From an optimization exercise on the open Yosys and OpenROAD flow, aimed at small area, a short achievable clock period and few clock cycles per item; shortcuts taken in it are not production practice. At most, simulation tests tie the RTL to the original design; equivalence was not proved. For runs 1 and 2, only the layout was checked, not whether the RTL still works.

==> flow/design.v <==
package sysarray_pkg;
  localparam int N     = 4;
  localparam int A_W   = 8;
  localparam int B_W   = 8;
  localparam int K_MAX = 16;
  localparam int OUT_W = 16;
endpackage
module pe (
  input  logic        clk,
  input  logic        first,     
  input  logic [7:0]  a_in,
  input  logic [3:0]  one,       
  input  logic [3:0]  two,       
  input  logic [3:0]  neg,       
  output logic [15:0] acc_next   
);
  logic [15:0] ps, pc;     
  logic [15:0] base;
  logic [15:0] s3, c3;
  logic [15:0] acc;
  wire pp0_0 = ((one[0] & a_in[0])) ^ neg[0];
  wire pp0_1 = ((one[0] & a_in[1]) | (two[0] & a_in[0])) ^ neg[0];
  wire pp0_2 = ((one[0] & a_in[2]) | (two[0] & a_in[1])) ^ neg[0];
  wire pp0_3 = ((one[0] & a_in[3]) | (two[0] & a_in[2])) ^ neg[0];
  wire pp0_4 = ((one[0] & a_in[4]) | (two[0] & a_in[3])) ^ neg[0];
  wire pp0_5 = ((one[0] & a_in[5]) | (two[0] & a_in[4])) ^ neg[0];
  wire pp0_6 = ((one[0] & a_in[6]) | (two[0] & a_in[5])) ^ neg[0];
  wire pp0_7 = ((one[0] & a_in[7]) | (two[0] & a_in[6])) ^ neg[0];
  wire pp0_8 = ~(((one[0] & a_in[7]) | (two[0] & a_in[7])) ^ neg[0]);
  wire pp1_0 = ((one[1] & a_in[0])) ^ neg[1];
  wire pp1_1 = ((one[1] & a_in[1]) | (two[1] & a_in[0])) ^ neg[1];
  wire pp1_2 = ((one[1] & a_in[2]) | (two[1] & a_in[1])) ^ neg[1];
  wire pp1_3 = ((one[1] & a_in[3]) | (two[1] & a_in[2])) ^ neg[1];
  wire pp1_4 = ((one[1] & a_in[4]) | (two[1] & a_in[3])) ^ neg[1];
  wire pp1_5 = ((one[1] & a_in[5]) | (two[1] & a_in[4])) ^ neg[1];
  wire pp1_6 = ((one[1] & a_in[6]) | (two[1] & a_in[5])) ^ neg[1];
  wire pp1_7 = ((one[1] & a_in[7]) | (two[1] & a_in[6])) ^ neg[1];
  wire pp1_8 = ~(((one[1] & a_in[7]) | (two[1] & a_in[7])) ^ neg[1]);
  wire pp2_0 = ((one[2] & a_in[0])) ^ neg[2];
  wire pp2_1 = ((one[2] & a_in[1]) | (two[2] & a_in[0])) ^ neg[2];
  wire pp2_2 = ((one[2] & a_in[2]) | (two[2] & a_in[1])) ^ neg[2];
  wire pp2_3 = ((one[2] & a_in[3]) | (two[2] & a_in[2])) ^ neg[2];
  wire pp2_4 = ((one[2] & a_in[4]) | (two[2] & a_in[3])) ^ neg[2];
  wire pp2_5 = ((one[2] & a_in[5]) | (two[2] & a_in[4])) ^ neg[2];
  wire pp2_6 = ((one[2] & a_in[6]) | (two[2] & a_in[5])) ^ neg[2];
  wire pp2_7 = ((one[2] & a_in[7]) | (two[2] & a_in[6])) ^ neg[2];
  wire pp2_8 = ~(((one[2] & a_in[7]) | (two[2] & a_in[7])) ^ neg[2]);
  wire pp3_0 = ((one[3] & a_in[0])) ^ neg[3];
  wire pp3_1 = ((one[3] & a_in[1]) | (two[3] & a_in[0])) ^ neg[3];
  wire pp3_2 = ((one[3] & a_in[2]) | (two[3] & a_in[1])) ^ neg[3];
  wire pp3_3 = ((one[3] & a_in[3]) | (two[3] & a_in[2])) ^ neg[3];
  wire pp3_4 = ((one[3] & a_in[4]) | (two[3] & a_in[3])) ^ neg[3];
  wire pp3_5 = ((one[3] & a_in[5]) | (two[3] & a_in[4])) ^ neg[3];
  wire pp3_6 = ((one[3] & a_in[6]) | (two[3] & a_in[5])) ^ neg[3];
  wire pp3_7 = ((one[3] & a_in[7]) | (two[3] & a_in[6])) ^ neg[3];
  wire pp3_8 = ~(((one[3] & a_in[7]) | (two[3] & a_in[7])) ^ neg[3]);
  wire t1, t2;
  assign t1 = pp0_2 ^ pp1_0 ^ neg[1];
  assign t2 = (pp0_2 & pp1_0) | (pp0_2 & neg[1]) | (pp1_0 & neg[1]);
  wire t3, t4;
  assign t3 = pp0_3 ^ pp1_1 ^ t2;
  assign t4 = (pp0_3 & pp1_1) | (pp0_3 & t2) | (pp1_1 & t2);
  wire t5, t6;
  assign t5 = pp0_4 ^ pp1_2 ^ pp2_0;
  assign t6 = (pp0_4 & pp1_2) | (pp0_4 & pp2_0) | (pp1_2 & pp2_0);
  wire t7, t8;
  assign t7 = neg[2] ^ t5 ^ t4;
  assign t8 = (neg[2] & t5) | (neg[2] & t4) | (t5 & t4);
  wire t9, t10;
  assign t9 = pp0_5 ^ pp1_3 ^ pp2_1;
  assign t10 = (pp0_5 & pp1_3) | (pp0_5 & pp2_1) | (pp1_3 & pp2_1);
  wire t11, t12;
  assign t11 = t6 ^ t9 ^ t8;
  assign t12 = (t6 & t9) | (t6 & t8) | (t9 & t8);
  wire t13, t14;
  assign t13 = pp0_6 ^ pp1_4 ^ pp2_2;
  assign t14 = (pp0_6 & pp1_4) | (pp0_6 & pp2_2) | (pp1_4 & pp2_2);
  wire t15, t16;
  assign t15 = pp3_0 ^ neg[3] ^ t10;
  assign t16 = (pp3_0 & neg[3]) | (pp3_0 & t10) | (neg[3] & t10);
  wire t17, t18;
  assign t17 = t13 ^ t15 ^ t12;
  assign t18 = (t13 & t15) | (t13 & t12) | (t15 & t12);
  wire t19, t20;
  assign t19 = pp0_7 ^ pp1_5 ^ pp2_3;
  assign t20 = (pp0_7 & pp1_5) | (pp0_7 & pp2_3) | (pp1_5 & pp2_3);
  wire t21, t22;
  assign t21 = pp3_1 ^ t14 ^ t19;
  assign t22 = (pp3_1 & t14) | (pp3_1 & t19) | (t14 & t19);
  wire t23, t24;
  assign t23 = t16 ^ t21 ^ t18;
  assign t24 = (t16 & t21) | (t16 & t18) | (t21 & t18);
  wire t25, t26;
  assign t25 = pp0_8 ^ pp1_6 ^ pp2_4;
  assign t26 = (pp0_8 & pp1_6) | (pp0_8 & pp2_4) | (pp1_6 & pp2_4);
  wire t27, t28;
  assign t27 = pp3_2 ^ 1'b1 ^ t20;
  assign t28 = (pp3_2 & 1'b1) | (pp3_2 & t20) | (1'b1 & t20);
  wire t29, t30;
  assign t29 = t25 ^ t22 ^ t27;
  assign t30 = (t25 & t22) | (t25 & t27) | (t22 & t27);
  wire t31, t32;
  assign t31 = pp1_7 ^ pp2_5 ^ pp3_3;
  assign t32 = (pp1_7 & pp2_5) | (pp1_7 & pp3_3) | (pp2_5 & pp3_3);
  wire t33, t34;
  assign t33 = 1'b1 ^ t26 ^ t31;
  assign t34 = (1'b1 & t26) | (1'b1 & t31) | (t26 & t31);
  wire t35, t36;
  assign t35 = t28 ^ t33 ^ t30;
  assign t36 = (t28 & t33) | (t28 & t30) | (t33 & t30);
  wire t37, t38;
  assign t37 = pp1_8 ^ pp2_6 ^ pp3_4;
  assign t38 = (pp1_8 & pp2_6) | (pp1_8 & pp3_4) | (pp2_6 & pp3_4);
  wire t39, t40;
  assign t39 = t32 ^ t37 ^ t34;
  assign t40 = (t32 & t37) | (t32 & t34) | (t37 & t34);
  wire t41, t42;
  assign t41 = pp2_7 ^ pp3_5 ^ 1'b1;
  assign t42 = (pp2_7 & pp3_5) | (pp2_7 & 1'b1) | (pp3_5 & 1'b1);
  wire t43, t44;
  assign t43 = t38 ^ t41 ^ t40;
  assign t44 = (t38 & t41) | (t38 & t40) | (t41 & t40);
  wire t45, t46;
  assign t45 = pp2_8 ^ pp3_6 ^ t42;
  assign t46 = (pp2_8 & pp3_6) | (pp2_8 & t42) | (pp3_6 & t42);
  wire t47, t48;
  assign t47 = pp3_7 ^ 1'b1 ^ t46;
  assign t48 = (pp3_7 & 1'b1) | (pp3_7 & t46) | (1'b1 & t46);
  always_ff @(posedge clk) begin
    ps <= {1'b1, pp3_8, t47, t45, t43, t39, t35, t29, t23, t17, t11, t7, t3, t1, pp0_1, pp0_0};
    pc <= {1'b0, t48, 1'b0, t44, 1'b0, t36, 1'b0, t24, 1'b0, 1'b0, 1'b0, 1'b0, 1'b0, 1'b0, 1'b0, neg[0]};
  end
  assign base = first ? 16'd0 : acc;
  assign s3 = base ^ ps ^ pc;
  assign c3 = {(base[14:0] & ps[14:0]) | (base[14:0] & pc[14:0]) | (ps[14:0] & pc[14:0]), 1'b0};
  assign acc_next = s3 + c3;
  always_ff @(posedge clk) begin
    acc <= acc_next;
  end
endmodule
module matmul_engine (
  input  logic                clk,
  input  logic                rst,
  input  logic                start,
  output logic                start_ready,
  input  logic [4:0]          k_len,
  input  logic                in_valid,
  output logic                in_ready,
  input  logic [3:0][7:0]     in_a,
  input  logic [3:0][7:0]     in_b,
  output logic                out_valid,
  input  logic                out_ready,
  output logic [3:0][15:0]    out_row,
  output logic [1:0]          out_ridx,
  output logic                busy,
  output logic                done
);
  localparam int N = sysarray_pkg::N;
  logic       fv, fv_n;        
  logic [4:0] rem, rem_n;      
  logic       fst, fst_n;      
  logic       zj, zj_n;        
  logic       qv, qv_n;
  logic [4:0] qk, qk_n;
  logic       r_first, r_last;
  logic       p_first, p_last;
  logic       acc_full, acc_full_n;
  logic       ob_valid, ob_valid_n;
  logic [1:0] ob_row, ob_row_n;
  logic [2:0] njobs, njobs_n;  
  logic       in_ready_r, start_ready_r, busy_r, done_r;
  logic beat, take, st_hs, out_hs, last_take, copy, feed_done;
  function automatic logic safe_f(input logic rl, input logic pl,
                                  input logic af, input logic obv);
    logic [1:0] pending;
    pending = 2'(rl) + 2'(pl) + 2'(af);
    safe_f = (pending == 2'd0) || (pending == 2'd1 && !obv);
  endfunction
  assign beat      = in_valid && in_ready_r;
  assign take      = beat || (fv && zj && (!fst || safe_f(r_last, p_last, acc_full, ob_valid)));
  assign feed_done = take && (rem == 5'd1);
  assign st_hs     = start && start_ready_r;
  assign out_hs    = ob_valid && out_ready;
  assign last_take = out_hs && (ob_row == 2'd3);
  assign copy      = (p_last || acc_full) && !ob_valid;
  assign start_ready = start_ready_r;
  assign in_ready    = in_ready_r;
  assign out_valid   = ob_valid;
  assign out_ridx    = ob_row;
  assign busy        = busy_r;
  assign done        = done_r;
  always_comb begin
    fv_n = fv; rem_n = rem; fst_n = fst; zj_n = zj;
    qv_n = qv; qk_n = qk;
    if (!fv || feed_done) begin
      if (qv) begin
        fv_n = 1'b1; rem_n = (qk == '0) ? 5'd1 : qk; zj_n = (qk == '0); fst_n = 1'b1;
        qv_n = 1'b0;
      end else if (st_hs) begin
        fv_n = 1'b1; rem_n = (k_len == '0) ? 5'd1 : k_len; zj_n = (k_len == '0); fst_n = 1'b1;
      end else begin
        fv_n = 1'b0;
      end
    end else begin
      if (take) begin
        rem_n = rem - 5'd1;
        fst_n = 1'b0;
      end
      if (st_hs) begin
        qv_n = 1'b1;
        qk_n = k_len;
      end
    end
    acc_full_n = acc_full;
    if (p_last && !copy) acc_full_n = 1'b1;
    else if (copy) acc_full_n = 1'b0;
    ob_valid_n = ob_valid; ob_row_n = ob_row;
    if (copy) begin
      ob_valid_n = 1'b1;
      ob_row_n   = '0;
    end else if (out_hs) begin
      ob_row_n = ob_row + 2'd1;
      if (ob_row == 2'd3) ob_valid_n = 1'b0;
    end
    njobs_n = njobs + 3'(st_hs) - 3'(last_take);
  end
  always_ff @(posedge clk or posedge rst) begin
    if (rst) begin
      fv <= 1'b0; rem <= '0; fst <= 1'b0; zj <= 1'b0;
      qv <= 1'b0; qk <= '0;
      r_first <= 1'b0; r_last <= 1'b0;
      p_first <= 1'b0; p_last <= 1'b0;
      acc_full <= 1'b0;
      ob_valid <= 1'b0; ob_row <= '0;
      njobs <= '0;
      in_ready_r <= 1'b0; start_ready_r <= 1'b1; busy_r <= 1'b0; done_r <= 1'b0;
    end else begin
      fv <= fv_n; rem <= rem_n; fst <= fst_n; zj <= zj_n;
      qv <= qv_n; qk <= qk_n;
      r_first <= take && fst;
      r_last  <= feed_done;
      p_first <= r_first;
      p_last  <= r_last;
      acc_full <= acc_full_n;
      ob_valid <= ob_valid_n; ob_row <= ob_row_n;
      njobs <= njobs_n;
      in_ready_r    <= fv_n && !zj_n &&
                       (!fst_n || safe_f(feed_done, r_last, acc_full_n, ob_valid_n));
      start_ready_r <= !qv_n;
      busy_r        <= (njobs_n != 3'd0);
      done_r        <= last_take;
    end
  end
  logic [3:0][7:0] ra;
  logic [3:0][3:0] rb_one, rb_two, rb_neg;
  always_ff @(posedge clk) begin
    for (int i = 0; i < N; i++) begin
      ra[i] <= beat ? in_a[i] : 8'd0;
      for (int k = 0; k < 4; k++) begin
        logic b2, b1, b0;
        b2 = in_b[i][2*k+1];
        b1 = in_b[i][2*k];
        b0 = (k == 0) ? 1'b0 : in_b[i][2*k-1];
        rb_one[i][k] <= b1 ^ b0;
        rb_two[i][k] <= (b2 & !b1 & !b0) | (!b2 & b1 & b0);
        rb_neg[i][k] <= b2;
      end
    end
  end
  logic [15:0] acc_next [N][N];
  genvar gi, gj;
  for (gi = 0; gi < N; gi++) begin : g_row
    for (gj = 0; gj < N; gj++) begin : g_col
      pe u_pe (
        .clk     (clk),
        .first   (p_first),
        .a_in    (ra[gi]),
        .one     (rb_one[gj]),
        .two     (rb_two[gj]),
        .neg     (rb_neg[gj]),
        .acc_next(acc_next[gi][gj])
      );
    end
  end
  logic [3:0][15:0] ob [N];
  always_ff @(posedge clk) begin
    if (copy) begin
      for (int i = 0; i < N; i++)
        for (int j = 0; j < N; j++)
          ob[i][j] <= acc_next[i][j];
    end else if (out_hs) begin
      for (int i = 0; i < N - 1; i++)
        ob[i] <= ob[i+1];
    end
  end
  assign out_row = ob[0];
endmodule
==> flow/run.sh <==
#!/bin/bash
# synth_recipe.tcl (not shown) runs the flow's synth.tcl, then flattens the netlist and writes it again
# the make line also repeats each setting of config.mk as NAME=value (left out here)
make -C /OpenROAD-flow-scripts/flow DESIGN_CONFIG=/design/flow/config.mk WORK_HOME=/design/flow/orfs CLKGATE_MAP_FILE= SYNTH_SCRIPT=/design/flow/synth_recipe.tcl finish
==> flow/config.mk <==
export PLATFORM = sky130hd
export DESIGN_NAME = matmul_engine
export DESIGN_NICKNAME = matmul_engine
export VERILOG_FILES = /design/flow/design.v
export SDC_FILE = /design/flow/constraint.sdc
export NUM_CORES = 4
export LEC_CHECK = 0
export CAP_MARGIN = 20
export CORE_MARGIN = 2
export CORE_UTILIZATION = 55
export SETUP_SLACK_MARGIN = 4.5
export SLEW_MARGIN = 20
==> flow/constraint.sdc <==
create_clock -name core_clock -period 8.0 [get_ports {clk}]
set_input_delay 1.6000 -clock core_clock [delete_from_list [all_inputs] [get_ports {clk}]]
set_output_delay 1.6000 -clock core_clock [all_outputs]
set_load 0.01 [all_outputs]
==> flow_summary.yaml, run 1 <==
die:
  die_y_um: 329
  rows: 119
  initial_core_util_pct: 55.3
  dieWidth_um: 329
  core_mm2: 0.105
  io_pins: 145
  die_area_mm2: 0.108
worst_hold_path:
  min_path_type: "register to register"
synthesis:
  synth.distinct_cells: 68
  synth_edf_count: 256
  netlist_instances: 5599
  async_reset_ff_share_pct: 3.12
  synth_top_cell_area_share_pct: 22.2
  yosysTopAreaCell: "dfxtp_1"
  syn_nets: 6513
  synth_area_leaders: "dfxtp_1 22%, fa_1 13%, edfxtp_1 13%"
  syn_area_mm2: 0.0581
  ys_seq_area_share_pct: 36.7
  synth_area_per_cell_um2: 10.4
  yosysWarnings: 5
  ys_seq_elements: 929
  synthFlopType: "dfxtp_1"
worst_setup_path:
  r2r_start: "p_first"
  reg2reg_to: "ob[1][62]"
  worstSetupStartpoint: "p_first"
  r2r_cells: 14
  cp_max_fo: 6
  critical_path_class: "register to register"
  crit_end: "ob[1][62]"
  cp-end-kind: "register"
  startpoint_type: "register"
  required_ns: 8.43
  r2r_slack_ns: 4.34
  arrival_ns: 4.09
cts:
  hold_buffers: 0
  cts_tree: "built"
  cts.htree.levels: 3
  cts_buffers: 104
  clock_path_buffers: 3
  clkLatencyLatePin_ns: 0.70
  cts.clk_slew.worst_paths_ns: 0.06
  root_buffer: "clkbuf_16"
  numClockSinks: 929
layout:
  final_common_cell: "dfxtp_1"
  drive_gt1_share_pct: 14.3
  synthToLayoutAreaGrowth_pct: 17.5
  fin_nets: 6620
  layout_common_cells: "615 x dfxtp_1, 507 x xnor2_1, 506 x nand2_1, 449 x a22oi_1, 431 x inv_1"
  insertedDiodeCount: 0
timing:
  max-slew-margin-rel_pct: 35.2
  min_period_ns: 3.66
  rsz0062_at_grt: "true"
  setup_tns_ns: 0
  skew_ns: 0.0268
  setup-violations-final: 0
  fin_crit_sh_pct: 45.7
  drv_slew: 0
  hold_viol: 0
  worstMarginPinSlew_ns: 0.962
  worst_slack_ns: 4.34
  maxClockFrequency_mhz: 273
placement:
  gp_congestion: 0.874
  place_ws_ns: 3.48
  dp_hpwl_um: 96800
  numPortBuffers: 144
route:
  routed_wl_um: 159000
  vias_per_cell: 5.69
  routedWlPerCell_um: 22.1
  drt_iter0_drc: 2524
  num_vias: 40900
  drc: 0
  drtAntennaViolNets: 0
  firstDrtPassIters: 6
grt:
  gr-total-overflow: 0
  grt_usage_pct: 28.7
  grt_pass1_wl_um: 239000
  grt_max_degree: 117
  antenna_found_initial: 7
  first_global_vias: 42600
run:
  drv_cap: 0
status:
  status: "no timing/DRC/antenna violations"
==> flip-flops by register name, indices dropped and copies added, names as in the netlist, 2 cells and up <==
signal / cells
g_row.g_col.u_pe.acc: 256
ob: 256
rb_one: 16
rem: 5
rb_neg: 16
njobs: 3
g_row.g_col.u_pe.pc: 68
g_row.g_col.u_pe.ps: 240
qk: 5
rb_two: 16
ra: 32
ob_row: 2
==> synth_stat cells, types with 41 or more instances <==
library cell,n
a21o_1,73
a21oi_1,153
a22oi_1,450
and3_1,41
buf_1,50
clkbuf_1,302
dfxtp_1,644
edfxtp_1,256
fa_1,387
ha_1,453
inv_1,439
mux2_2,77
nand2_1,510
nand2b_1,65
nor2_1,109
nor2b_1,248
o21ai_0,179
xnor2_1,510
xor2_1,287
==> cells by family after synthesis <==
| kind of cell | after synthesis | share of synthesized area (%) |
|---|---|---|
| and+or+nand+nor | 1084 | 8.93 |
| AOI/OAI and AO/OA | 1075 | 12.5 |
| DFF | 929 | 36.7 |
| adders and majority gates | 840 | 23.1 |
| xor gates and xnor gates | 797 | 12.0 |
| buffers and inverters | 793 | 5.14 |
| muxes | 81 | 1.57 |
==> final cells by class <==
type / instances / area (µm²)
Timing Repair Buffer: 354 / 3780
Inverter: 440 / 1670
Clock buffer: 151 / 3020
Sequential cell: 929 / 21400
Clock inverter: 45 / 465
Tap cell: 1391 / 1740
Multi-Input combinational cell: 3877 / 36200
Fill cell: 8391 / 36700
==> metal layers <==
layer / track usage (%) / vias up / wire, µm
li1: - / 19100 / -
met1: 36.1 / 20300 / 65400
met2: 50.3 / 1140 / 79300
met3: 4.47 / 322 / 9270
met4: 9.28 / 2 / 4560
met5: 0 / - / 10
==> repair_timing <==
item	in CTS	in global routing
setup buffers	43	59
hold endpoints to repair	0	0
gates cloned	6	9
pin swaps	63	240
gates resized for setup	159	412
setup endpoints to repair	297	148
==> metrics by stage <==
step | util, % | cells | hold WS (ns) | instance area (µm²)
5_1_grt | 65.0 | 7187 | 0.403 | 68200
6_report | 65.0 | 7187 | 0.390 | 68200
3_5_place_dp | 57.9 | 6874 | 0.367 | 60800
4_1_cts | 62.5 | 7119 | 0.383 | 65600
2_1_floorplan | - | 5599 | 0.329 | 58300
3_3_place_gp | 57.9 | 6874 | 0.366 | 60800
==> worst min-delay path by stage <==
| stage | startpoint | to | cells after the start |
|---|---|---|---|
| detailed placement | r_first | p_first | 0 |
| CTS | r_first | p_first | 0 |
| global route | r_first | p_first | 0 |
| floorplan | rb_neg[0] | g_row[3].g_col[0].u_pe.pc[0] | 0 |
| global placement | r_first | p_first | 0 |
| finish | r_first | p_first | 0 |
==> worst max-delay path, cell delays in order (launching register included) <==
cell	delay, ns
dfrtp_4	0.49
buf_12	0.16
buf_6	0.12
buf_12	0.14
buf_12	0.14
nor2b_2	0.11
ha_1	0.26
ha_4	0.26
o21a_1	0.22
o2111ai_2	0.28
o21ai_2	0.11
or4_1	0.50
a31oi_1	0.22
xnor2_1	0.11
mux2_4	0.26
==> run 2: changes to the inputs <==
--- a/flow/config.mk
+++ b/flow/config.mk
@@ -9,4 +9,3 @@
 export CORE_MARGIN = 2
-export CORE_UTILIZATION = 55
-export SETUP_SLACK_MARGIN = 4.5
+export CORE_UTILIZATION = 40
 export SLEW_MARGIN = 20
==> run 2 against run 1 <==
  * Setup slack lost 0.69 ns
  * Register-to-register slack got worse by 0.69 ns
  * Via count decreased by 1.8%
  * Non-clock buffer count fell by 117
  * Sequential share of layout area rose by 1.6 points
  * Area after synthesis did not move
  * Critical path depth shrank 2
==> flow_summary.yaml, run 2 <==
cts:
  cts_setup_buffers: 0
  root_buffer: "clkbuf_16"
  cts_tree: "built"
  cts_buffers: 106
  cts.htree.levels: 3
  clkLatencyLatePin_ns: 0.74
  clock_path_buffers: 3
  cts_resized: 0
  numClockSinks: 929
  hold_buffers: 0
  cts.clk_slew.worst_paths_ns: 0.06
synthesis:
  synthFlopType: "dfxtp_1"
  async_reset_ff_share_pct: 3.12
  synth_edf_count: 256
  netlist_instances: 5599
  syn_nets: 6513
  ys_seq_area_share_pct: 36.7
  synth.distinct_cells: 68
  synth_top_cell_area_share_pct: 22.2
  yosysTopAreaCell: "dfxtp_1"
  synth_common_cells: "644 x dfxtp_1, 510 x nand2_1, 510 x xnor2_1"
  yosysWarnings: 5
  synth_area_per_cell_um2: 10.4
  ys_seq_elements: 929
  syn_area_mm2: 0.0581
  synthMostInstantiatedCell: "dfxtp_1"
  synth_area_leaders: "dfxtp_1 22%, fa_1 13%, edfxtp_1 13%"
worst_setup_path:
  required_ns: 8.46
  cp-end-kind: "register"
  critPathSlowestCell: "dfrtp_4"
  cp_max_fo: 49
  r2r_start: "p_first"
  cpLargestDelayFamily: "compound AO/OA/AOI/OAI gates"
  startpoint_type: "register"
  r2r_cells: 12
  r2r_slack_ns: 3.65
  worstPathCellList: "buf_4 -> nor2b_1 -> ha_1 -> ha_1 -> fa_1 -> a211oi_1 -> o21ai_1 -> a31oi_1 -> a211oi_1 -> a311o_1 -> a21oi_1 -> xnor2_1"
  arrival_ns: 4.81
  critPathBufInv: 1
  slowest_delay_ns: 0.60
  critical_path_class: "register to register"
  reg2reg_to: "ob[3][47]"
grt:
  grt_usage_pct: 20.7
  grt_pass1_wl_um: 238000
  gr-total-overflow: 0
  antenna_found_initial: 13
  grt_max_degree: 131
  first_global_vias: 42000
worst_hold_path:
  whs_path_depth: 0
  hold_start: "r_last"
  min_path_type: "register to register"
  min_to: "p_last"
timing:
  drv_slew: 0
  maxClockFrequency_mhz: 230
  min_period_ns: 4.35
  fin_crit_sh_pct: 54.4
  worstMarginPinSlew_ns: 0.952
  setup-violations-final: 0
  setup_tns_ns: 0
  max-slew-margin-rel_pct: 36.6
  rsz0062_at_grt: "false"
  skew_ns: 0.0279
  hold_viol: 0
run:
  drv_cap: 0
placement:
  numPortBuffers: 144
  dp_hpwl_um: 97500
  placed_cells: 7386
  gp_congestion: 0.862
  placed_area_mm2: 0.0613
die:
  die_y_um: 385
  dieWidth_um: 385
  core_mm2: 0.144
  initial_core_util_pct: 40.4
  die_area_mm2: 0.148
  rows: 139
  io_pins: 145
route:
  vias_per_cell: 5.29
  routedWlPerCell_um: 20.2
  firstDrtPassIters: 8
  drtAntennaViolNets: 0
  drt_iter0_drc: 2296
  routed_wl_um: 153000
  num_vias: 40200
  drc: 0
layout:
  drive_gt1_share_pct: 6.35
  final_cells: 7589
  fin_nets: 6505
  synthToLayoutAreaGrowth_pct: 11.6
  num-fill-cells: 13400
  top_regs: "g_row.g_col.u_pe.acc x256, ob x256, g_row.g_col.u_pe.ps x240"
  final_common_cell: "dfxtp_1"
  layout_common_cells: "625 x dfxtp_1, 510 x xnor2_1, 509 x nand2_1, 453 x ha_1, 450 x a22oi_1"
  final_area_mm2: 0.0648
status:
  status: "no timing/DRC/antenna violations"
run 2: cell counts after synthesis:
Identical to the previous run, type by type.
run 2: how the worst max path moves through the flow:
stage | startpoint | to | slack (ns) | cells after the start
floorplan | out_ready | ob[0][0] | 1.64 | 2
global placement | p_first | ob[3][47] | 3.72 | 12
detailed placement | p_first | ob[3][47] | 3.64 | 12
CTS | p_first | ob[3][47] | 3.64 | 12
global route | p_first | ob[3][47] | 3.40 | 12
finish | p_first | ob[3][47] | 3.65 | 12
run 2: layer usage:
metal / wire length, µm / GRT usage (%) / part of all wire (%) / vias to the layer above
li1: - / - / - / 18900
met1: 64600 / 25.8 / 42 / 19900
met2: 75200 / 36.1 / 49 / 1073
met3: 7970 / 3.28 / 5.2 / 315
met4: 5230 / 7.26 / 3.4 / 8
met5: 59 / 0 / 0.039 / -
run 2: worst reg2reg max path, delay by kind of cell, from the launching register on:
family | cells | cell delay (ns)
AOI/OAI and AO/OA | 6 | 1.72
adders and majority gates | 3 | 1.04
DFF | 1 | 0.60
buffers and inverters | 1 | 0.53
and+or+nand+nor | 1 | 0.14
xor gates and xnor gates | 1 | 0.09
run 2: area by class of cell:
cell class | instances | area, µm² | share of cell area, %
flip-flops and latches | 929 | 21300 | 32.9
repair buffers | 237 | 2180 | 3.36
diodes | 5 | 12.5 | 0.0193
inverters | 440 | 1660 | 2.56
well taps | 1903 | 2380 | 3.68
multi-input cells | 3877 | 33800 | 52.2
clock buffers | 161 | 3070 | 4.74
clock inverters | 37 | 353 | 0.545
run 2: per-stage QoR:
stage          setup slack [ns]  hold slack (ns)  utilization [%]
2_1_floorplan              1.64            0.329                -
3_3_place_gp               3.72            0.424             42.6
3_5_place_dp               3.64            0.438             42.6
4_1_cts                    3.64            0.451             45.0
5_1_grt                    3.40            0.468             45.0
6_report                   3.65            0.441             45.0
run 2: cells by family after synthesis:
group / synth area share (%)
adders and majority gates: 23.1
muxes: 1.57
DFF: 36.7
and+or+nand+nor: 8.93
xor gates and xnor gates: 12.0
AOI/OAI and AO/OA: 12.5
buffers and inverters: 5.14
==> run 3: changes to the inputs <==
--- a/flow/design.v
+++ b/flow/design.v
@@ -9,3 +9,3 @@
   input  logic        clk,
-  input  logic        first,     
+  input  logic        clr,       
   input  logic [7:0]  a_in,
@@ -17,3 +17,2 @@
   logic [15:0] ps, pc;     
-  logic [15:0] base;
   logic [15:0] s3, c3;
@@ -132,8 +131,7 @@
   end
-  assign base = first ? 16'd0 : acc;
-  assign s3 = base ^ ps ^ pc;
-  assign c3 = {(base[14:0] & ps[14:0]) | (base[14:0] & pc[14:0]) | (ps[14:0] & pc[14:0]), 1'b0};
+  assign s3 = acc ^ ps ^ pc;
+  assign c3 = {(acc[14:0] & ps[14:0]) | (acc[14:0] & pc[14:0]) | (ps[14:0] & pc[14:0]), 1'b0};
   assign acc_next = s3 + c3;
   always_ff @(posedge clk) begin
-    acc <= acc_next;
+    acc <= clr ? 16'd0 : acc_next;
   end
@@ -165,3 +163,3 @@
   logic       r_first, r_last;
-  logic       p_first, p_last;
+  logic       p_last;
   logic       acc_full, acc_full_n;
@@ -231,3 +229,3 @@
       r_first <= 1'b0; r_last <= 1'b0;
-      p_first <= 1'b0; p_last <= 1'b0;
+      p_last <= 1'b0;
       acc_full <= 1'b0;
@@ -241,3 +239,2 @@
       r_last  <= feed_done;
-      p_first <= r_first;
       p_last  <= r_last;
@@ -275,3 +272,3 @@
         .clk     (clk),
-        .first   (p_first),
+        .clr     (r_first),
         .a_in    (ra[gi]),
--- a/flow/config.mk
+++ b/flow/config.mk
@@ -9,3 +9,4 @@
 export CORE_MARGIN = 2
-export CORE_UTILIZATION = 40
+export CORE_UTILIZATION = 55
+export SETUP_SLACK_MARGIN = 4.5
 export SLEW_MARGIN = 20
==> run 3 against run 2 <==
  * Via count is 0.96% lower
  * Clock skew is 0.0087 ns lower
  * Setup slack better by 0.93 ns
  * Sequential share of layout area is 0.52 points higher
  * Core utilization is 17 points higher
  * Highest routed layer unchanged
  * Still clean on timing, DRC and antenna
  * Area after synthesis is 1.1% lower
==> flow_summary.yaml, run 3 <==
cts:
  hold_buffers: 0
  cts_tree: "built"
  cts.clk_slew.worst_paths_ns: 0.06
  cts.htree.levels: 3
  cts_buffers: 103
  numClockSinks: 928
  root_buffer: "clkbuf_16"
  clock_path_buffers: 3
  clkLatencyLatePin_ns: 0.70
grt:
  gr-total-overflow: 0
  antenna_found_initial: 6
  first_global_vias: 40900
  grt_pass1_wl_um: 234000
  grt_usage_pct: 28.0
  grt_max_degree: 132
synthesis:
  synth_area_leaders: "dfxtp_1 22%, fa_1 13%, edfxtp_1 13%"
  netlist_instances: 5580
  async_reset_ff_share_pct: 3.02
  synth_edf_count: 256
  syn_area_mm2: 0.0574
  synthMostInstantiatedCell: "dfxtp_1"
  yosysWarnings: 5
  synth_common_cells: "644 x dfxtp_1, 475 x xnor2_1, 464 x inv_1"
  syn_nets: 6494
  ys_seq_elements: 928
  yosysTopAreaCell: "dfxtp_1"
  synth_top_cell_area_share_pct: 22.4
  ys_seq_area_share_pct: 37.1
  synthFlopType: "dfxtp_1"
  synth_area_per_cell_um2: 10.3
  synth.distinct_cells: 84
timing:
  worstMarginPinSlew_ns: 1.05
  drv_slew: 0
  hold_viol: 0
  skew_ns: 0.0193
  rsz0062_at_grt: "true"
  fin_crit_sh_pct: 42.8
  setup-violations-final: 0
  setup_tns_ns: 0
  maxClockFrequency_mhz: 292
  max-slew-margin-rel_pct: 29.9
  min_period_ns: 3.42
  worst_slack_ns: 4.58
die:
  initial_core_util_pct: 55.5
  io_pins: 145
  rows: 118
  die_y_um: 327
  core_mm2: 0.103
  die_area_mm2: 0.107
  dieWidth_um: 327
layout:
  fin_nets: 6497
  num-fill-cells: 8741
  top_regs: "g_row.g_col.u_pe.acc x256, ob x256, g_row.g_col.u_pe.ps x240"
  layout_common_cells: "626 x dfxtp_1, 475 x xnor2_1, 459 x inv_1, 453 x ha_1, 450 x a22oi_1"
  synthToLayoutAreaGrowth_pct: 10.9
  drive_gt1_share_pct: 6.29
  final_common_cell: "dfxtp_1"
  final_cells: 7054
worst_setup_path:
  startpoint_type: "register"
  critical_path_class: "register to primary output"
  r2r_slack_ns: 4.61
  arrival_ns: 1.82
  cp_max_fo: 35
  required_ns: 6.40
  critPathSlowestCell: "clkdlybuf4s50_1"
  worstPathCellList: "buf_12 -> clkdlybuf4s50_1"
  slowest_delay_ns: 0.56
  cp-end-kind: "primary output"
route:
  vias_per_cell: 5.64
  routedWlPerCell_um: 21.1
  firstDrtPassIters: 6
  routed_wl_um: 149000
  num_vias: 39800
  drc: 0
  drtAntennaViolNets: 0
  drt_iter0_drc: 2710
run:
  drv_cap: 0
placement:
  place_ws_ns: 3.91
  placed_cells: 6850
  numPortBuffers: 144
  dp_hpwl_um: 100000
  gp_congestion: 0.851
worst_hold_path:
  min_path_type: "register to register"
status:
  status: "no timing/DRC/antenna violations"
-- run 3: routing by layer --
layer | up-vias | track usage, % | wire, µm
li1 | 18900 | - | -
met1 | 19600 | 37.9 | 65200
met2 | 1067 | 46.7 | 71300
met3 | 228 | 4.44 | 8800
met4 | 8 | 8.02 | 3470
met5 | - | 0 | 54
-- run 3: through the flow --
stage | hold slack [ns] | utilization [%] | instance area (µm²)
after floorplan | 0.329 | - | 57400
after global placement | 0.431 | 58.0 | 60000
after detailed placement | 0.432 | 58.0 | 60000
after CTS | 0.442 | 61.4 | 63600
after global routing | 0.482 | 61.6 | 63700
final | 0.438 | 61.6 | 63700
-- run 3: path summary, 6_finish.rpt --
| check | from | end | depth (start not counted) |
|---|---|---|---|
| max in group asynchronous | rst | start_ready_r | 3 |
| setup reg to reg | ra[16] | g_row[2].g_col[3].u_pe.ps[7] | 10 |
| setup / recovery | in_ready_r | in_ready | 2 |
| min in group asynchronous | rst | ob_row[0] | 3 |
| hold reg to reg | r_last | p_last | 0 |
| hold / removal | r_last | p_last | 0 |
-- run 3: cell type report --
type | instances | area, µm² | share of cell area, %
Inverter | 464 | 1750 | 2.75
Antenna cell | 2 | 5.00 | 0.00786
Sequential cell | 928 | 21300 | 33.5
Clock buffer | 138 | 2870 | 4.51
Multi-Input combinational cell | 3836 | 33100 | 51.9
Tap cell | 1380 | 1730 | 2.71
Clock inverter | 56 | 591 | 0.927
Timing Repair Buffer | 250 | 2350 | 3.70
-- run 3: kinds of logic (layout without fill, tap and decap cells) --
| logic type | count (synthesis) | count (layout) | synth area share (%) |
|---|---|---|---|
| compound gates | 1201 | 1201 | 13.9 |
| xor+xnor | 803 | 803 | 12.2 |
| fa+ha+maj | 840 | 840 | 23.4 |
| buf+inv | 816 | 908 | 5.39 |
| flops | 928 | 928 | 37.1 |
| mux | 26 | 26 | 0.505 |
| other cells | 0 | 2 | 0 |
| simple gates | 966 | 966 | 7.59 |
-- run 3: worst max-delay path: cells and delay by family, from the launching register on --
family | cells | cell delay, ns
DFF | 1 | 0.39
buffers and inverters | 2 | 0.75
-- run 3: repair_timing --
item / 4_1_cts / 5_1_grt
gates resized for setup: 15 / 34
setup endpoints to repair: 54 / 59
pin swaps: 0 / 0
endpoints found under the hold margin: 0 / 0
buffers inserted: 3 / 5
Testbench counts of run 3, summed over its fixed seeds: cycles 7,224, jobs 768.
==> run 4: changes to the inputs <==
--- a/flow/design.v
+++ b/flow/design.v
@@ -56,76 +56,76 @@
   wire t1, t2;
-  assign t1 = pp0_2 ^ pp1_0 ^ neg[1];
-  assign t2 = (pp0_2 & pp1_0) | (pp0_2 & neg[1]) | (pp1_0 & neg[1]);
+  assign t1 = pp0_6 ^ pp1_4;
+  assign t2 = pp0_6 & pp1_4;
   wire t3, t4;
-  assign t3 = pp0_3 ^ pp1_1 ^ t2;
-  assign t4 = (pp0_3 & pp1_1) | (pp0_3 & t2) | (pp1_1 & t2);
+  assign t3 = pp0_7 ^ pp1_5;
+  assign t4 = pp0_7 & pp1_5;
   wire t5, t6;
-  assign t5 = pp0_4 ^ pp1_2 ^ pp2_0;
-  assign t6 = (pp0_4 & pp1_2) | (pp0_4 & pp2_0) | (pp1_2 & pp2_0);
+  assign t5 = pp0_8 ^ pp1_6 ^ pp2_4;
+  assign t6 = (pp0_8 & pp1_6) | (pp0_8 & pp2_4) | (pp1_6 & pp2_4);
   wire t7, t8;
-  assign t7 = neg[2] ^ t5 ^ t4;
-  assign t8 = (neg[2] & t5) | (neg[2] & t4) | (t5 & t4);
+  assign t7 = pp1_7 ^ pp2_5;
+  assign t8 = pp1_7 & pp2_5;
   wire t9, t10;
-  assign t9 = pp0_5 ^ pp1_3 ^ pp2_1;
-  assign t10 = (pp0_5 & pp1_3) | (pp0_5 & pp2_1) | (pp1_3 & pp2_1);
+  assign t9 = pp0_4 ^ pp1_2;
+  assign t10 = pp0_4 & pp1_2;
   wire t11, t12;
-  assign t11 = t6 ^ t9 ^ t8;
-  assign t12 = (t6 & t9) | (t6 & t8) | (t9 & t8);
+  assign t11 = pp0_5 ^ pp1_3;
+  assign t12 = pp0_5 & pp1_3;
   wire t13, t14;
-  assign t13 = pp0_6 ^ pp1_4 ^ pp2_2;
-  assign t14 = (pp0_6 & pp1_4) | (pp0_6 & pp2_2) | (pp1_4 & pp2_2);
+  assign t13 = pp2_2 ^ pp3_0 ^ neg[3];
+  assign t14 = (pp2_2 & pp3_0) | (pp2_2 & neg[3]) | (pp3_0 & neg[3]);
   wire t15, t16;
-  assign t15 = pp3_0 ^ neg[3] ^ t10;
-  assign t16 = (pp3_0 & neg[3]) | (pp3_0 & t10) | (neg[3] & t10);
+  assign t15 = pp2_3 ^ pp3_1 ^ t2;
+  assign t16 = (pp2_3 & pp3_1) | (pp2_3 & t2) | (pp3_1 & t2);
   wire t17, t18;
-  assign t17 = t13 ^ t15 ^ t12;
-  assign t18 = (t13 & t15) | (t13 & t12) | (t15 & t12);
+  assign t17 = pp3_2 ^ 1'b1 ^ t4;
+  assign t18 = (pp3_2 & 1'b1) | (pp3_2 & t4) | (1'b1 & t4);
   wire t19, t20;
-  assign t19 = pp0_7 ^ pp1_5 ^ pp2_3;
-  assign t20 = (pp0_7 & pp1_5) | (pp0_7 & pp2_3) | (pp1_5 & pp2_3);
+  assign t19 = pp3_3 ^ 1'b1 ^ t6;
+  assign t20 = (pp3_3 & 1'b1) | (pp3_3 & t6) | (1'b1 & t6);
   wire t21, t22;
-  assign t21 = pp3_1 ^ t14 ^ t19;
-  assign t22 = (pp3_1 & t14) | (pp3_1 & t19) | (t14 & t19);
+  assign t21 = pp1_8 ^ pp2_6 ^ pp3_4;
+  assign t22 = (pp1_8 & pp2_6) | (pp1_8 & pp3_4) | (pp2_6 & pp3_4);
   wire t23, t24;
-  assign t23 = t16 ^ t21 ^ t18;
-  assign t24 = (t16 & t21) | (t16 & t18) | (t21 & t18);
+  assign t23 = pp2_7 ^ pp3_5;
+  assign t24 = pp2_7 & pp3_5;
   wire t25, t26;
-  assign t25 = pp0_8 ^ pp1_6 ^ pp2_4;
-  assign t26 = (pp0_8 & pp1_6) | (pp0_8 & pp2_4) | (pp1_6 & pp2_4);
+  assign t25 = pp0_2 ^ pp1_0;
+  assign t26 = pp0_2 & pp1_0;
   wire t27, t28;
-  assign t27 = pp3_2 ^ 1'b1 ^ t20;
-  assign t28 = (pp3_2 & 1'b1) | (pp3_2 & t20) | (1'b1 & t20);
+  assign t27 = pp0_3 ^ pp1_1;
+  assign t28 = pp0_3 & pp1_1;
   wire t29, t30;
-  assign t29 = t25 ^ t22 ^ t27;
-  assign t30 = (t25 & t22) | (t25 & t27) | (t22 & t27);
+  assign t29 = pp2_0 ^ neg[2] ^ t9;
+  assign t30 = (pp2_0 & neg[2]) | (pp2_0 & t9) | (neg[2] & t9);
   wire t31, t32;
-  assign t31 = pp1_7 ^ pp2_5 ^ pp3_3;
-  assign t32 = (pp1_7 & pp2_5) | (pp1_7 & pp3_3) | (pp2_5 & pp3_3);
+  assign t31 = pp2_1 ^ t10 ^ t11;
+  assign t32 = (pp2_1 & t10) | (pp2_1 & t11) | (t10 & t11);
   wire t33, t34;
-  assign t33 = 1'b1 ^ t26 ^ t31;
-  assign t34 = (1'b1 & t26) | (1'b1 & t31) | (t26 & t31);
+  assign t33 = t12 ^ t13 ^ t1;
+  assign t34 = (t12 & t13) | (t12 & t1) | (t13 & t1);
   wire t35, t36;
-  assign t35 = t28 ^ t33 ^ t30;
-  assign t36 = (t28 & t33) | (t28 & t30) | (t33 & t30);
+  assign t35 = t14 ^ t3 ^ t15;
+  assign t36 = (t14 & t3) | (t14 & t15) | (t3 & t15);
   wire t37, t38;
-  assign t37 = pp1_8 ^ pp2_6 ^ pp3_4;
-  assign t38 = (pp1_8 & pp2_6) | (pp1_8 & pp3_4) | (pp2_6 & pp3_4);
+  assign t37 = t5 ^ t16 ^ t17;
+  assign t38 = (t5 & t16) | (t5 & t17) | (t16 & t17);
   wire t39, t40;
-  assign t39 = t32 ^ t37 ^ t34;
-  assign t40 = (t32 & t37) | (t32 & t34) | (t37 & t34);
+  assign t39 = t7 ^ t18 ^ t19;
+  assign t40 = (t7 & t18) | (t7 & t19) | (t18 & t19);
   wire t41, t42;
-  assign t41 = pp2_7 ^ pp3_5 ^ 1'b1;
-  assign t42 = (pp2_7 & pp3_5) | (pp2_7 & 1'b1) | (pp3_5 & 1'b1);
+  assign t41 = t21 ^ t8 ^ t20;
+  assign t42 = (t21 & t8) | (t21 & t20) | (t8 & t20);
   wire t43, t44;
-  assign t43 = t38 ^ t41 ^ t40;
-  assign t44 = (t38 & t41) | (t38 & t40) | (t41 & t40);
+  assign t43 = 1'b1 ^ t22 ^ t23;
+  assign t44 = (1'b1 & t22) | (1'b1 & t23) | (t22 & t23);
   wire t45, t46;
-  assign t45 = pp2_8 ^ pp3_6 ^ t42;
-  assign t46 = (pp2_8 & pp3_6) | (pp2_8 & t42) | (pp3_6 & t42);
+  assign t45 = pp2_8 ^ pp3_6 ^ t24;
+  assign t46 = (pp2_8 & pp3_6) | (pp2_8 & t24) | (pp3_6 & t24);
   wire t47, t48;
-  assign t47 = pp3_7 ^ 1'b1 ^ t46;
-  assign t48 = (pp3_7 & 1'b1) | (pp3_7 & t46) | (1'b1 & t46);
-  always_ff @(posedge clk) begin
-    ps <= {1'b1, pp3_8, t47, t45, t43, t39, t35, t29, t23, t17, t11, t7, t3, t1, pp0_1, pp0_0};
-    pc <= {1'b0, t48, 1'b0, t44, 1'b0, t36, 1'b0, t24, 1'b0, 1'b0, 1'b0, 1'b0, 1'b0, 1'b0, 1'b0, neg[0]};
+  assign t47 = pp3_7 ^ 1'b1;
+  assign t48 = pp3_7 & 1'b1;
+  always_ff @(posedge clk) begin
+    ps <= {1'b1, t48, t46, t44, t42, t40, t38, t36, t34, t32, t30, t28, t26, t25, pp0_1, pp0_0};
+    pc <= {1'b0, pp3_8, t47, t45, t43, t41, t39, t37, t35, t33, t31, t29, t27, neg[1], 1'b0, neg[0]};
   end
--- a/flow/config.mk
+++ b/flow/config.mk
@@ -10,3 +10,3 @@
 export CORE_UTILIZATION = 55
-export SETUP_SLACK_MARGIN = 4.5
+export SETUP_SLACK_MARGIN = 5
 export SLEW_MARGIN = 20
==> run 4 against run 3 <==
  * Still clean
  * Non-clock buffer count is 28 higher
  * Via count is 2.1% higher
  * Worst hold slack better by 0.016 ns
  * Sequential share of layout area is 2.1 points higher
  * Synthesized cell count is 0.54% lower
  * Global-route usage is 0.69 points lower
  * Design area is 5.8% higher
  * Register-to-register slack better by 0.46 ns
  * Count of clock-buffer cells in the layout is 28 higher
==> flow_summary.yaml, run 4 <==
synthesis:
  yosysTopAreaCell: "dfxtp_1"
  ys_seq_elements: 1060
  synth.distinct_cells: 78
  synth_top_cell_area_share_pct: 26.0
  synth_area_per_cell_um2: 10.8
  synthAdderAreaFrac_pct: 22.3
  ys_seq_area_share_pct: 40.0
  synth_edf_count: 256
  synth_common_cells: "776 x dfxtp_1, 546 x xnor2_1, 450 x a22oi_1"
  synthFlopType: "dfxtp_1"
  syn_nets: 6448
  syn_area_mm2: 0.0598
  synthMostInstantiatedCell: "dfxtp_1"
  synth-simple-area-share_pct: 6.67
  synth_area_leaders: "dfxtp_1 26%, fa_1 13%, edfxtp_1 13%"
  muxShareOfSynthArea_pct: 0.833
  netlist_instances: 5550
  synth_xor_area_share_pct: 11.8
  synth_top_family_by_area: "adder cells"
  synth_compound_gate_area_share_pct: 14.0
  yosysWarnings: 5
  async_reset_ff_share_pct: 2.64
worst_setup_path:
  r2r_slack_ns: 5.07
  startpoint_type: "register"
  cp-end-kind: "primary output"
  arrival_ns: 1.44
  worstPathCellList: "buf_2"
  slowest_delay_ns: 0.53
  critical_path_class: "register to primary output"
  critPathSlowestCell: "edfxtp_1"
  cpLargestDelayFamily: "flip-flops"
  cp_max_fo: 1
  required_ns: 6.40
  critPathBufInv: 1
grt:
  gr-total-overflow: 0
  antenna_found_initial: 5
  grt_max_degree: 160
  grt_usage_pct: 27.3
  grt_pass1_wl_um: 238000
  first_global_vias: 42800
route:
  vias_per_cell: 5.73
  firstDrtPassIters: 6
  routed_wl_um: 152000
  drt_iter0_drc: 2632
  drtAntennaViolNets: 0
  drc: 0
  num_vias: 40600
  routedWlPerCell_um: 21.4
cts:
  clock_path_buffers: 3
  cts_tree: "built"
  cts.htree.levels: 3
  cts_buffers: 115
  hold_buffers: 0
  clkLatencyLatePin_ns: 0.71
  root_buffer: "clkbuf_16"
  numClockSinks: 1060
  cts.clk_slew.worst_paths_ns: 0.06
status:
  status: "no timing/DRC/antenna violations"
die:
  initial_core_util_pct: 55.7
  die_y_um: 334
  rows: 120
  dieWidth_um: 334
  core_mm2: 0.107
  die_area_mm2: 0.111
  io_pins: 145
placement:
  gp_congestion: 0.830
  dp_hpwl_um: 92800
  numPortBuffers: 144
  placed_area_mm2: 0.0624
layout:
  drive_gt1_share_pct: 9.90
  layout_common_cells: "748 x dfxtp_1, 545 x xnor2_1, 450 x a22oi_1, 407 x ha_1, 382 x fa_1"
  final_area_mm2: 0.0674
  synthToLayoutAreaGrowth_pct: 12.8
  fin_nets: 6483
  fin_util_pct: 62.8
  num-fill-cells: 8870
  top_regs: "g_row.g_col.u_pe.acc x256, ob x256, g_row.g_col.u_pe.ps x240"
  final_common_cell: "dfxtp_1"
worst_hold_path:
  min_path_type: "register to register"
timing:
  setup_tns_ns: 0
  maxClockFrequency_mhz: 329
  rsz0062_at_grt: "true"
  max-slew-margin-rel_pct: 33.9
  fin_crit_sh_pct: 38.0
  worstMarginPinSlew_ns: 0.992
  skew_ns: 0.0175
  drv_slew: 0
  hold_viol: 0
  setup-violations-final: 0
  min_period_ns: 3.04
run:
  drv_cap: 0
## run 4: cell count changes after synthesis, moves of 20 or more
cell	previous run	this run
xnor2_1	475	546
a21o_1	64	85
inv_1	464	330
ha_1	453	421
buf_2	20	0
o21ai_0	339	315
xor2_1	328	258
nor2_1	271	214
dfxtp_1	644	776
clkbuf_1	273	317
## run 4: repair_timing
item / 4_1_cts / 5_1_grt
gates cloned: 3 / 1
setup buffers: 15 / 25
pin swaps: 30 / 90
setup endpoints to repair: 305 / 107
resized for setup: 216 / 120
## run 4: final timing paths
kind	startpoint	to	cells after the start
max in group asynchronous	rst	r_first	3
max reg2reg	g_row[2].g_col[3].u_pe.pc[2]	ob[1][62]	9
min reg2reg	r_last	p_last	0
min in group asynchronous	rst	qk[3]	3
max	ob[0][47]	out_row[47]	1
min	r_last	p_last	0
## run 4: area by class of cell
cell class | instances | area (µm²) | share of cell area (%)
Tap cell | 1403 | 1760 | 2.60
Inverter | 331 | 1250 | 1.86
Timing Repair Buffer | 278 | 2450 | 3.63
Clock inverter | 51 | 519 | 0.770
Multi-Input combinational cell | 3799 | 34000 | 50.5
Antenna cell | 2 | 5.00 | 0.00742
Clock buffer | 166 | 3420 | 5.07
Sequential cell | 1060 | 24000 | 35.6
## run 4: through the flow
step	setup WS (ns)	std cells	hold slack (ns)
after floorplan	4.77	5550	0.329
after global placement	4.01	6827	0.437
after detailed placement	3.98	6827	0.440
after CTS	4.78	7062	0.457
after global routing	4.93	7088	0.473
final	4.96	7090	0.454
## run 4: kinds of logic (layout without fill, tap and decap cells)
kind of cell             after synthesis  after routing
adder cells (fa/ha/maj)              824            824
other                                  0              2
flip-flops                          1060           1060
multiplexers                          45             45
XOR/XNOR                             804            804
buffers and inverters                693            826
AND/OR/NAND/NOR                      883            885
AO/OA/AOI/OAI                       1241           1241
## run 4: routing by layer
metal	wire, µm	GRT usage, %	vias up
li1	-	-	19100
met1	64900	35.4	20200
met2	73600	47.4	1008
met3	8570	3.73	299
met4	4520	8.35	0
met5	0	0	-
## run 4: worst register-to-register path, delay by kind of cell (launching register included)
family / cells / cell delay, ns
flops: 1 / 0.39
xor+xnor: 1 / 0.26
compound gates: 5 / 1.01
simple gates: 1 / 0.11
fa+ha+maj: 2 / 0.87
Testbench counts of run 4, summed over its fixed seeds: cycles 7,224, jobs 768.
==> run 5: changes to the inputs <==
--- a/flow/config.mk
+++ b/flow/config.mk
@@ -10,2 +10,4 @@
 export CORE_UTILIZATION = 55
+export CTS_CLUSTER_DIAMETER = 100
+export CTS_CLUSTER_SIZE = 30
 export SETUP_SLACK_MARGIN = 5
==> run 5 against run 4 <==
  * Still clean on timing, DRC and antenna
  * First-iteration DRC count increased by 6.2%
  * Register-to-register slack worse by 0.02 ns
  * Sequential cell count stayed put
  * Clock skew increased by 0.021 ns
  * Routed wire length fell by 1.5%
  * Via count down 1.3%
  * Design area is 3.7% lower
  * Synthesized cell count is the same
  * Critical path type unchanged
  * Cell count shrank 1.9%
  * Core utilization down 2.3 points
  * Setup slack improved by 0.0066 ns
==> flow_summary.yaml, run 5 <==
status:
  status: "no timing/DRC/antenna violations"
worst_setup_path:
  reg2reg_to: "ob[2][62]"
  r2r_cells: 9
  arrival_ns: 1.44
  startpoint_type: "register"
  r2r_slack_ns: 5.05
  cp-end-kind: "primary output"
  critPathBufInv: 1
  required_ns: 6.40
  critical_path_class: "register to primary output"
  cp_max_fo: 1
  cpLargestDelayFamily: "flip-flops"
  r2r_start: "g_row[2].g_col[3].u_pe.pc[2]"
  critPathSlowestCell: "edfxtp_1"
  slowest_delay_ns: 0.55
  worstPathCellList: "buf_2"
cts:
  clkLatencyLatePin_ns: 0.69
  cts.htree.levels: 2
  clock_path_buffers: 3
  cts_tree: "built"
  root_buffer: "clkbuf_16"
  numClockSinks: 1060
  cts_buffers: 44
  cts.clk_slew.worst_paths_ns: 0.11
synthesis:
  synth_top_cell_area_share_pct: 26.0
  syn_nets: 6448
  synth_area_leaders: "dfxtp_1 26%, fa_1 13%, edfxtp_1 13%"
  netlist_instances: 5550
  ys_seq_elements: 1060
  synth_common_cells: "776 x dfxtp_1, 546 x xnor2_1, 450 x a22oi_1"
  yosysTopAreaCell: "dfxtp_1"
  async_reset_ff_share_pct: 2.64
  synth.distinct_cells: 78
  syn_area_mm2: 0.0598
  yosysWarnings: 5
  synth_area_per_cell_um2: 10.8
  synth_edf_count: 256
  synthFlopType: "dfxtp_1"
  synthMostInstantiatedCell: "dfxtp_1"
  ys_seq_area_share_pct: 40.0
die:
  io_pins: 145
  die_y_um: 334
  die_area_mm2: 0.111
  initial_core_util_pct: 55.7
  rows: 120
  core_mm2: 0.107
  dieWidth_um: 334
layout:
  drive_gt1_share_pct: 8.15
  top_regs: "g_row.g_col.u_pe.acc x256, ob x256, g_row.g_col.u_pe.ps x240"
  fin_nets: 6413
  fin_util_pct: 60.5
  synthToLayoutAreaGrowth_pct: 8.60
  final_common_cell: "dfxtp_1"
  layout_common_cells: "747 x dfxtp_1, 545 x xnor2_1, 450 x a22oi_1, 405 x ha_1, 382 x fa_1"
  final_area_mm2: 0.0649
route:
  drt_iter0_drc: 2795
  firstDrtPassIters: 6
  drc: 0
  routed_wl_um: 149000
  routedWlPerCell_um: 21.5
  drtAntennaViolNets: 0
  num_vias: 40100
  vias_per_cell: 5.77
grt:
  grt_max_degree: 160
  grt_pass1_wl_um: 234000
  grt_usage_pct: 26.9
  gr-total-overflow: 0
  first_global_vias: 41800
  antenna_found_initial: 6
timing:
  rsz0062_at_grt: "true"
  drv_slew: 0
  setup_tns_ns: 0
  skew_ns: 0.0388
  hold_viol: 0
  maxClockFrequency_mhz: 329
  worst_slack_ns: 4.96
  fin_crit_sh_pct: 38.0
  max-slew-margin-rel_pct: 35.0
  setup-violations-final: 0
  worstMarginPinSlew_ns: 0.975
  min_period_ns: 3.04
run:
  drv_cap: 0
worst_hold_path:
  min_to: "p_last"
  hold_start: "r_last"
  min_path_type: "register to register"
  whs_path_depth: 0
placement:
  numPortBuffers: 144
  placed_area_mm2: 0.0624
  dp_hpwl_um: 92800
  place_ws_ns: 3.98
  gp_congestion: 0.830
## run 5: how the worst max path moves through the flow
| stage | to | startpoint | cells past startpoint |
|---|---|---|---|
| floorplan | busy_r | out_ready | 9 |
| global placement | ob[0][0] | out_ready | 4 |
| detailed placement | ob[0][0] | out_ready | 4 |
| CTS | out_row[43] | ob[0][43] | 1 |
| global route | ob[0][29] | g_row[3].g_col[1].u_pe.pc[2] | 8 |
| finish | out_row[42] | ob[0][42] | 1 |
## run 5: kinds of logic (layout without fill, tap and decap cells)
| kind of cell | after synthesis | after routing | share of synthesized area, % |
|---|---|---|---|
| other cells | 0 | 1 | 0 |
| buf+inv | 693 | 689 | 4.35 |
| compound gates | 1241 | 1241 | 14.0 |
| simple gates | 883 | 885 | 6.67 |
| fa+ha+maj | 824 | 824 | 22.3 |
| flops | 1060 | 1060 | 40.0 |
| xor+xnor | 804 | 804 | 11.8 |
| mux | 45 | 45 | 0.833 |
## run 5: final cells by class
cell class | count | area [µm²]
diodes | 1 | 2.50
clock buffers | 64 | 1240
clock inverters | 15 | 183
fillers | 9105 | 42400
inverters | 331 | 1250
multi-input cells | 3799 | 34100
flip-flops and latches | 1060 | 24000
well taps | 1403 | 1760
repair buffers | 279 | 2450
## run 5: metal layers
metal | track usage (%) | part of all wire (%) | wire length (µm)
met4 | 6.65 | 2.4 | 3620
met5 | 0 | 0.020 | 30
met1 | 35.4 | 43 | 64500
met2 | 47.1 | 49 | 73200
met3 | 2.99 | 5.4 | 8050
## run 5: through the flow
stage          std cells  hold WS (ns)
6_report            6952         0.462
5_1_grt             6951         0.479
4_1_cts             6927         0.463
3_5_place_dp        6827         0.440
3_3_place_gp        6827         0.437
2_1_floorplan       5550         0.329
## run 5: timing repair
| action | in CTS | in global routing |
|---|---|---|
| hold buffers | 0 | 0 |
| gates resized for setup | 209 | 132 |
| endpoints found under the setup margin | 307 | 118 |
| cloned | 3 | 1 |
| pin swaps | 32 | 85 |
| buffers inserted | 18 | 23 |
==> run 6: changes to the inputs <==
--- a/flow/config.mk
+++ b/flow/config.mk
@@ -9,5 +9,5 @@
 export CORE_MARGIN = 2
-export CORE_UTILIZATION = 55
+export CORE_UTILIZATION = 80
 export CTS_CLUSTER_DIAMETER = 100
-export CTS_CLUSTER_SIZE = 30
+export CTS_CLUSTER_SIZE = 25
 export SETUP_SLACK_MARGIN = 5
==> run 6 against run 5 <==
  * Non-clock buffer count shrank 5
  * Largest cell class unchanged
  * Sequential cell count is the same
  * Register-to-register slack lost 0.03 ns
  * Maximum frequency grew 1.3%
  * Setup slack gained 0.039 ns
  * Still clean
  * Cell count shrank 6.2%
  * Die area shrank 31%
  * Routed wire length grew 2.9%
==> flow_summary.yaml, run 6 <==
run:
  drv_cap: 0
synthesis:
  synth_common_cells: "776 x dfxtp_1, 546 x xnor2_1, 450 x a22oi_1"
  async_reset_ff_share_pct: 2.64
  synth_xor_area_share_pct: 11.8
  syn_nets: 6448
  synth-simple-area-share_pct: 6.67
  yosysTopAreaCell: "dfxtp_1"
  synth_top_cell_area_share_pct: 26.0
  netlist_instances: 5550
  synth_compound_gate_area_share_pct: 14.0
  synthFlopType: "dfxtp_1"
  synthAdderAreaFrac_pct: 22.3
  synth_edf_count: 256
  synth.distinct_cells: 78
  synth_area_per_cell_um2: 10.8
  ys_seq_elements: 1060
  synth_top_family_by_area: "adder cells"
  synth_area_leaders: "dfxtp_1 26%, fa_1 13%, edfxtp_1 13%"
  yosysWarnings: 5
  syn_area_mm2: 0.0598
  synthMostInstantiatedCell: "dfxtp_1"
  ys_seq_area_share_pct: 40.0
  muxShareOfSynthArea_pct: 0.833
worst_hold_path:
  min_path_type: "register to register"
worst_setup_path:
  cp_max_fo: 1
  critical_path_class: "register to primary output"
  critPathSlowestCell: "edfxtp_1"
  slowest_delay_ns: 0.48
  arrival_ns: 1.40
  worstPathCellList: "clkdlybuf4s15_1"
  critPathBufInv: 1
  required_ns: 6.40
  startpoint_type: "register"
  cpLargestDelayFamily: "flip-flops"
  cp-end-kind: "primary output"
route:
  drt_iter0_drc: 4580
  firstDrtPassIters: 6
  routed_wl_um: 154000
  vias_per_cell: 6.54
  num_vias: 42700
  drc: 0
  drtAntennaViolNets: 0
  routedWlPerCell_um: 23.6
layout:
  fin_util_pct: 86.8
  layout_common_cells: "749 x dfxtp_1, 544 x xnor2_1, 450 x a22oi_1, 404 x ha_1"
  synthToLayoutAreaGrowth_pct: 7.71
  multi_input_area_mm2: 0.0341
  final_cells: 6521
  final_area_mm2: 0.0644
  num-fill-cells: 3879
  final_common_cell: "dfxtp_1"
  regArea_mm2: 0.0240
  insertedDiodeCount: 0
  top_regs: "g_row.g_col.u_pe.acc x256, ob x256, g_row.g_col.u_pe.ps x240"
  fin_nets: 6413
  drive_gt1_share_pct: 7.82
cts:
  clkLatencyLatePin_ns: 0.65
  cts_tree: "built"
  clock_path_buffers: 3
  root_buffer: "clkbuf_16"
  cts_buffers: 48
  cts.clk_slew.worst_paths_ns: 0.10
  numClockSinks: 1060
  hold_buffers: 0
  cts.htree.levels: 2
grt:
  met2_usage_pct: 67.5
  top_usage_layer: "met2"
  grt_usage_pct: 39.5
  grt_use_met1_pct: 48.2
  grt_use_met3_pct: 7.76
  grt_pass1_wl_um: 239000
  gr-total-overflow: 0
  antenna_found_initial: 4
  first_global_vias: 45300
  grt_max_degree: 144
timing:
  setup_tns_ns: 0
  worstMarginPinSlew_ns: 0.948
  hold_viol: 0
  max-slew-margin-rel_pct: 36.1
  min_period_ns: 3.00
  fin_crit_sh_pct: 37.5
  maxClockFrequency_mhz: 334
  skew_ns: 0.0244
  drv_slew: 0
  setup-violations-final: 0
  rsz0062_at_grt: "true"
placement:
  placed_cells: 6386
  dp_hpwl_um: 93100
  numPortBuffers: 144
  placed_area_mm2: 0.0618
  gp_congestion: 0.881
die:
  io_pins: 145
  core_mm2: 0.0742
  rows: 100
  die_area_mm2: 0.0769
  die_y_um: 277
  dieWidth_um: 277
  initial_core_util_pct: 80.6
status:
  status: "no timing/DRC/antenna violations"
-- run 6: metrics by stage --
step,setup WS (ns),hold WS [ns]
floorplan,4.77,0.329
global placement,3.67,0.431
detailed placement,3.64,0.447
CTS,4.97,0.471
global route,4.90,0.489
finish,5.00,0.469
-- run 6: repair_timing --
item / CTS / global route
endpoints found under the setup margin: 296 / 96
pin swaps: 36 / 72
setup buffers: 23 / 20
hold endpoints to repair: 0 / 0
gates cloned: 4 / 0
gates resized for setup: 184 / 127
-- run 6: layout make-up --
type,count,share of cell area (%)
inverter,331,1.95
tap,969,1.88
clock inverter,1,0.0253
clock buffer,86,2.12
timing repair buffer,274,3.74
multi-input combinational,3800,53.0
sequential,1060,37.2
-- run 6: worst paths after layout --
check,startpoint,end,slack [ns],depth (start not counted)
worst max-delay path,ob[0][27],out_row[27],5.00,1
worst min-delay path,r_last,p_last,0.47,0
worst max register to register,g_row[2].g_col[3].u_pe.pc[2],g_row[2].g_col[3].u_pe.acc[15],5.02,10
worst min register to register,r_last,p_last,0.47,0
max in group asynchronous,rst,in_ready_r,6.17,2
min in group asynchronous,rst,r_last,1.36,2
-- run 6: worst reg2reg max path, cell delays in order, from the launching register on --
cell and delay, ns:
dfxtp_4 0.43, fa_2 0.50, fa_2 0.41, a211oi_4 0.28, o21ai_2 0.12, a41oi_2 0.27, buf_4 0.17, o2111ai_1 0.17
a21oi_2 0.24, xor2_1 0.19, nor2_1 0.06
-- run 6: per-layer routing --
| layer | wire length [µm] | up-vias |
|---|---|---|
| met3 | 15000 | 535 |
| met4 | 7530 | 4 |
| met2 | 74800 | 2239 |
| met5 | 23 | - |
| li1 | - | 18800 |
| met1 | 56300 | 21000 |
-- run 6: cell families (layout without fill, tap and decap cells) --
kind of cell	count (synthesis)	count (layout)
AOI/OAI and AO/OA	1241	1241
and+or+nand+nor	883	886
adders and majority gates	824	824
xor gates and xnor gates	804	804
DFF	1060	1060
buffers and inverters	693	692
muxes	45	45

-- re-timing with driven ports --
Ports are ideal in the flow. The routed layouts listed here were re-timed in OpenROAD.
Step 1 assumes that a clkbuf_16 drives the clock port and a buf_2 every other input.
Step 2 also shifts input and output timing later by t, the mid clock arrival at the registers, as if the neighbouring blocks saw the same clock.
Three values: ideal ports, drivers, drivers and shift; two values: the first two.
| run | t, ns | setup WS [ns] | worst hold slack (ns) | worst setup path at the end | worst data-port slew with drivers (ns) |
|---|---|---|---|---|---|
| run 1 | 0.764 | 4.342 / 4.342 / 3.958 | 0.390 / 0.390 / 0.390 | input to register | 0.12 |
| run 2 | 0.788 | 3.649 / 3.649 / 3.649 | 0.441 / 0.441 / 0.441 | register to register | 0.18 |
| run 3 | 0.761 | 4.576 / 4.502 / 4.030 | 0.438 / 0.438 / 0.438 | input to register | 0.17 |
| run 4 | 0.777 | 4.957 / 4.880 / 4.393 | 0.454 / 0.454 / 0.454 | input to register | 0.06 |
| run 5 | 0.750 | 4.964 / 4.886 / 4.415 | 0.462 / 0.462 / 0.462 | input to register | 0.06 |
| run 6 | 0.716 | 5.002 / 4.931 / 4.400 | 0.469 / 0.469 / 0.469 | input to register | 0.05 |
After both steps setup and hold are still met in every run listed. The setup slack of run 6, which loses most, moves by -0.071 ns with the drivers and by -0.602 ns with both steps.
